Background: an optimization exercise with open tools, aiming at small area, a short achievable clock period and few clock cycles. Do not read the settings as production practice. The RTL was checked by simulation tests, not by an equivalence proof against the original design. No activity file was given, so power comes from the tool's default toggle rates.

## before
// md5_byte_stream_digest
module md5_byte_stream_digest (
  input  logic        clk,
  input  logic        rst,
  input  logic        msg_valid,
  output logic        msg_ready,
  input  logic        msg_kind,
  input  logic [7:0]  msg_data_byte,
  output logic        digest_valid,
  input  logic        digest_ready,
  output logic [31:0] digest_word_a,
  output logic [31:0] digest_word_b,
  output logic [31:0] digest_word_c,
  output logic [31:0] digest_word_d
);
Size in the first run: roughly 0.067 mm2 of cells after synthesis.
export LEC_CHECK = 0
export CAP_MARGIN = 20
export CORE_MARGIN = 2
export CORE_UTILIZATION = 40
export SETUP_SLACK_MARGIN = 5
export SLEW_MARGIN = 20
export SYNTH_HIERARCHICAL = 1
create_clock -name core_clock -period 10.0 [get_ports {clk}]
run.sh (not shown) runs the stock make flow with config.mk's settings and CLKGATE_MAP_FILE= SYNTH_SCRIPT=/design/flow/synth_recipe.tcl, a recipe that flattens the netlist after the stock synthesis.
Testbench counts of before, summed over its fixed seeds: cycles 31,417.
--- input diff before..after ---
--- a/flow/design.v
+++ b/flow/design.v
@@ -223,36 +223,36 @@
         w0[8*i +: 8] = raw0[8*i +: 8];
       end else begin
         w0[8*i +: 8] = 8'h00;
       end
     end
     if (lenw && rd_g == 4'd14) begin
       wsel = bit_len[31:0];
     end else if (lenw && rd_g == 4'd15) begin
       wsel = bit_len[63:32];
     end
   end
   logic [5:0]  nidx, nidx_n;
-  logic [31:0] k_const, kq;
+  logic [31:0] k_const;
   always_comb begin
     if (cst == C_LOAD && go) begin
       nidx_n = 6'd1;
     end else if (cst == C_RUN && rnd != 6'd63) begin
       nidx_n = rnd + 6'd2;
     end else begin
       nidx_n = 6'd0;
     end
   end
   always_comb begin
-    case (nidx_n)
+    case (nidx)
       6'd0:  k_const = 32'hd76aa478;  6'd1:  k_const = 32'he8c7b756;
       6'd2:  k_const = 32'h242070db;  6'd3:  k_const = 32'hc1bdceee;
       6'd4:  k_const = 32'hf57c0faf;  6'd5:  k_const = 32'h4787c62a;
       6'd6:  k_const = 32'ha8304613;  6'd7:  k_const = 32'hfd469501;
       6'd8:  k_const = 32'h698098d8;  6'd9:  k_const = 32'h8b44f7af;
       6'd10: k_const = 32'hffff5bb1;  6'd11: k_const = 32'h895cd7be;
       6'd12: k_const = 32'h6b901122;  6'd13: k_const = 32'hfd987193;
       6'd14: k_const = 32'ha679438e;  6'd15: k_const = 32'h49b40821;
       6'd16: k_const = 32'hf61e2562;  6'd17: k_const = 32'hc040b340;
       6'd18: k_const = 32'h265e5a51;  6'd19: k_const = 32'he9b6c7aa;
       6'd20: k_const = 32'hd62f105d;  6'd21: k_const = 32'h02441453;
       6'd22: k_const = 32'hd8a1e681;  6'd23: k_const = 32'he7d3fbc8;
@@ -326,25 +326,25 @@
       2'd2: begin   
         fx1_n = ~(wc_n ^ wd_n);
         fx0_n = wc_n ^ wd_n;
       end
       default: begin   
         fx1_n = ~wc_n;
         fx0_n = ~(wc_n ^ wd_n);
       end
     endcase
   end
   assign xt = (cst == C_RUN) ? wd : xa;
   logic [31:0] t_n;
-  md5_add3 u_add_t (.a(xt), .b(kq), .c(wq), .y(t_n));
+  md5_add3 u_add_t (.a(xt), .b(k_const), .c(wq), .y(t_n));
   assign shift = (cst == C_RUN && rnd >= 6'd61) || cst == C_FOLD;
   always_comb begin
     if (!c_first_blk) begin
       fbase = s3;
     end else if (cst == C_FOLD) begin
       fbase = INIT_B;
     end else if (rnd == 6'd61) begin
       fbase = INIT_A;
     end else if (rnd == 6'd62) begin
       fbase = INIT_D;
     end else begin
       fbase = INIT_C;
@@ -359,25 +359,24 @@
       s0 <= fo;
     end
   end
   always_ff @(posedge clk) begin
     if (cst == C_IDLE) begin
       wq <= w0;
     end else if (cst == C_FOLD) begin
       wq <= c_spill ? 32'd0 : w0;
     end else begin
       wq <= wsel;
     end
     tq <= t_n;
-    kq <= k_const;
     ry <= 4'd1 << rot_n[1:0];
     rx <= 5'd1 << (rot_n[4:2] - 3'd1);
     fx1 <= fx1_n;
     fx0 <= fx0_n;
     wc <= wc_n;
     wd <= wd_n;
     if (cst == C_LOAD) begin
       wb <= c_first_blk ? INIT_B : s0;
     end else begin
       wb <= new_b;
     end
     if (copy) begin
Results
Compared with before, after shows a area growth from synthesis to final layout that is 0.31 points higher.
Diff after and before: total length of routed met3 wires higher in after
before ended up with met5 as its highest routed metal layer; after ended up with met4.
Compared with before, in after number of inverters outside the clock class in the layout increased by about 7% relative to the old numbers; detailed-route wire length on metal 1 now smaller.
Per the comparison of after with before, post-place setup slack went up by 0.15 ns, fraction of the cycle the final worst path needs went up by 0.25 points.
Going from before to after, area after synthesis shrank slightly.
Comparing before with after, the sequential share of layout area came out essentially unchanged.
Side by side, time the worst path needs with I/O delays and setup turned out higher in after than in before.
Floorplan row count (higher): before
Run comparison: after endpoint of the worst setup timing path wb[30]; before endpoint of the worst setup timing path wb[31]
The share of power burned in registers on after is in line with that on before.
Testbench counts of after, summed over its fixed seeds: cycles 31,417.

-- port drivers added, routing unchanged --
In the flow no input, the clock included, has a driving cell. The finished layouts below were timed again as built, in two steps. Step 1, drivers: a clkbuf_16 drives clk and a buf_2 each remaining input, both assumed. Step 2 also shifts input and output timing later by t, the mid clock arrival at the registers, as if the neighbouring blocks saw the same clock. a / b / c = ideal / step 1 / step 2; a / b = the first two.
run | t, ns | setup WS [ns] | worst setup path after step 2 | latest minus earliest clock arrival (ns)
before | 0.879 | 4.500 / 4.500 / 4.229 | input to register | 0.087 / 0.087
after | 0.867 | 4.474 / 4.474 / 4.332 | input to register | 0.041 / 0.041
After both steps every run listed still meets setup and hold. For before, which loses most, drivers alone change the setup slack by 0.000 ns; drivers and shift together by -0.271 ns.
